From an optimization exercise on the open Yosys and OpenROAD flow, aimed at small area, a short achievable clock period and few clock cycles per item; shortcuts taken in it are not production practice.
At most, simulation tests tie the RTL to the original design; equivalence was not proved.
Power figures rest on the tool's default switching activity, not on a simulated workload.

// interface_omega_damping
module interface_omega_damping (
  input  logic        clk,
  input  logic        rst,
  input  logic        cfg_we,
  input  logic [1:0]  cfg_index,
  input  logic [16:0] cfg_data,
  input  logic        in_valid,
  output logic        in_ready,
  input  logic        start_of_pass,
  input  logic [16:0] phase_fraction,
  input  logic [31:0] eddy_viscosity,
  input  logic [63:0] cell_volume,
  input  logic [63:0] omega_in,
  output logic        out_valid,
  input  logic        out_ready,
  output logic [63:0] omega_out,
  output logic        was_corrected,
  output logic        saturated,
  output logic [31:0] corrected_so_far,
  output logic [31:0] cells_so_far
);
Settings: LEC_CHECK=0, CAP_MARGIN=20, CORE_MARGIN=2, CORE_UTILIZATION=40, SETUP_SLACK_MARGIN=0.4, SLEW_MARGIN=20; clock period 13.5 ns.
run.sh (not shown) runs the stock make flow with config.mk's settings and CLKGATE_MAP_FILE= SYNTH_SCRIPT=/design/flow/synth_recipe.tcl, a recipe that flattens the netlist after the stock synthesis.
The starting point produced a clean layout.
Testbench counts at the start, summed over its fixed seeds: cycles 16,475, items 1,200.
Next try:
--- a/flow/design.v
+++ b/flow/design.v
@@ -183,67 +183,36 @@
   logic out_valid_next;
   logic [4:0] gleft_n;
   logic [4:0] mleft_n;
   assign in_window = (phase_fraction > lower_limit) && (phase_fraction < upper_limit);
   assign accept    = in_valid && in_ready;
   assign c_fin     = !c_corr || c_done;
   assign c_step    = c_v && c_corr && !c_done;
   assign d_free    = !d_busy && (!out_valid || out_ready);
   assign take_h    = d_free && h_v;
   assign take_c    = d_free && !h_v && c_v && c_fin;
   assign h_free    = !h1_v || take_h;
-  logic to_h_p;
-  logic to_c_p;
-  logic c_cont_v;
-  logic c_cont_fin;
-  logic c_v_next_p;
-  logic c_v_next_k;
-  logic c_fin_next_p;
-  logic c_fin_next_k;
-  logic h_v_next_p;
-  logic h_v_next_k;
-  logic h1_v_next_p;
-  logic h1_v_next_k;
-  logic in_ready_p;
-  logic in_ready_k;
-  logic h_keep;
-  logic h1_keep;
-  assign to_h_p     = accept && h_free;
-  assign to_c_p     = accept && !h_free;
-  assign c_cont_v   = c_v && !take_c;
-  assign c_cont_fin = c_fin || ((gleft_n == 5'd0) && (mleft_n == 5'd0));
-  assign h_keep     = h1_v || (h_v && !take_h);
-  assign h1_keep    = h1_v && !take_h;
-  assign c_v_next_p   = to_c_p || c_cont_v;
-  assign c_v_next_k   = accept || c_cont_v;
-  assign c_fin_next_p = to_c_p || c_cont_fin;
-  assign c_fin_next_k = !accept && c_cont_fin;
-  assign h_v_next_p   = to_h_p || h_keep;
-  assign h_v_next_k   = h_keep;
-  assign h1_v_next_p  = h1_keep || (to_h_p && h_keep);
-  assign h1_v_next_k  = h1_keep;
-  assign to_h      = in_window ? 1'b0 : to_h_p;
-  assign to_c      = in_window ? accept : to_c_p;
-  assign c_v_next  = in_window ? c_v_next_k : c_v_next_p;
-  assign c_fin_next = in_window ? c_fin_next_k : c_fin_next_p;
-  assign h_v_next  = in_window ? h_v_next_k : h_v_next_p;
-  assign h1_v_next = in_window ? h1_v_next_k : h1_v_next_p;
+  assign to_h      = accept && !in_window && h_free;
+  assign to_c      = accept && !to_h;
+  assign c_v_next       = to_c || (c_v && !take_c);
+  assign c_fin_next     = to_c ? !in_window
+                               : (c_fin || ((gleft_n == 5'd0) && (mleft_n == 5'd0)));
+  assign h_v_next       = to_h || h1_v || (h_v && !take_h);
+  assign h1_v_next      = h1_v ? (to_h || !take_h) : (to_h && h_v && !take_h);
   assign d_busy_next    = (d_busy && !finish) || (take_c && c_corr && !c_ovf);
   assign out_valid_next = (out_valid && !out_ready) || emit;
-  assign in_ready_p = !c_v_next_p || (c_fin_next_p && !h_v_next_p && !d_busy_next && !out_valid_next);
-  assign in_ready_k = !c_v_next_k || (c_fin_next_k && !h_v_next_k && !d_busy_next && !out_valid_next);
   always_ff @(posedge clk) begin
     if (rst) begin
       in_ready <= 1'b1;
     end else begin
-      in_ready <= in_window ? in_ready_k : in_ready_p;
+      in_ready <= !c_v_next || (c_fin_next && !h_v_next && !d_busy_next && !out_valid_next);
     end
   end
   logic [44:0] cs_rem;
   logic [21:0] cs_y;
   logic [45:0] cs_b;
   logic [37:0] cs_u;
   logic [58:0] cs_d;
   logic        skip_g;
   logic [20:0] m_mult;
   logic [21:0] m_sum;
   iod_cbrt_step u_cbrt_step (
@@ -337,30 +306,24 @@
       h1_omega <= omega_in;
     end
   end
   logic [58:0] ds_rem;
   logic [1:0]  ds_digit;
   logic [66:0] r8;
   logic        skip_q;
   logic [5:0]  dleft_n;
   assign c_ovf = (c_d[58:29] == 30'd0) && (c_p[50:22] >= c_d[28:0]);
   logic c_z8;
   logic c_z16;
-  logic [60:0] d_lb;
-  assign d_lb = (c_step && (c_gleft != 5'd0) && !skip_g) ? {c_d, 2'b0} : {2'b0, c_d};
-  logic [51:0] p_nx;
-  assign p_nx = (c_mleft != 5'd0) ? {m_sum, c_p[31:2]} : c_p;
-  always_ff @(posedge clk) begin
-    c_z8  <= (c_mleft[4:1] == 4'd0) && ((d_lb[60:45] != 16'd0) || (p_nx[50:6] < d_lb[44:0]));
-    c_z16 <= (c_mleft[4:1] == 4'd0) && ({p_nx[50:0], 10'd0} < d_lb);
-  end
+  assign c_z8  = (c_d[58:45] != 14'd0) || (c_p[50:6] < c_d[44:0]);
+  assign c_z16 = ({c_p[50:0], 10'd0} < {2'd0, c_d});
   iod_div_step u_div_step (
     .rem   (d_rem),
     .bits  (d_q[63:62]),
     .d     (d_d),
     .d3    (d_d3),
     .rem_n (ds_rem),
     .digit (ds_digit)
   );
   assign r8      = {d_rem, d_q[63:56]};
   assign skip_q  = (r8 < {8'd0, d_d}) && (d_left > 6'd4);
   assign dleft_n = skip_q ? d_left - 6'd4 : d_left - 6'd1;
Flip-flop and latch count drops by 2.
Power drops by 2.3%.
Via count decreases by about 3.2%.
Design area is lower by 1.5%.
Worst setup slack is better by 0.85 ns.
Cell count fell by about 3%.
Die area fell by 2.1%.
Utilization went up by 0.37 points.
Worst hold slack improved by 0.026 ns.
Count of clock-buffer cells in the layout is higher by 7.
The RTL of the second run of this note was laid out without a check of its function.

[port drivers added, routing unchanged]
In the flow no input, the clock included, has a driving cell. The finished layouts below were timed again as built, in two steps.
Step 1 (the two cells are an assumption about what drives the block):
set clk [get_ports {clk}]
set_driving_cell -lib_cell sky130_fd_sc_hd__clkbuf_16 $clk
set_driving_cell -lib_cell sky130_fd_sc_hd__buf_2 [delete_from_list [all_inputs] $clk]
Step 2 adds t to the input delays and takes it off the output delays; t is the mean of the earliest and latest rising clock arrival at the registers after step 1. Input paths then give back, and output paths get back, about the clock's delay inside the block.
Three values: ideal ports, drivers, drivers and shift; two values: the first two.
| run | shift t [ns] | setup slack, ns | clock arrival spread, ns | slew at the worst register clock pin (ns) | cell pins on the clock port's net |
|---|---|---|---|---|---|
| the first run | 0.825 | 7.000 / 7.000 / 7.000 | 0.047 / 0.047 | 0.07 / 0.07 | 1 |
| the second run | 0.795 | 7.847 / 7.907 / 7.112 | 0.042 / 0.041 | 0.07 / 0.07 | 1 |
After both steps every run listed still meets setup and hold. The setup slack of the second run, which loses most, moves by +0.060 ns with the drivers and by -0.735 ns with both steps.
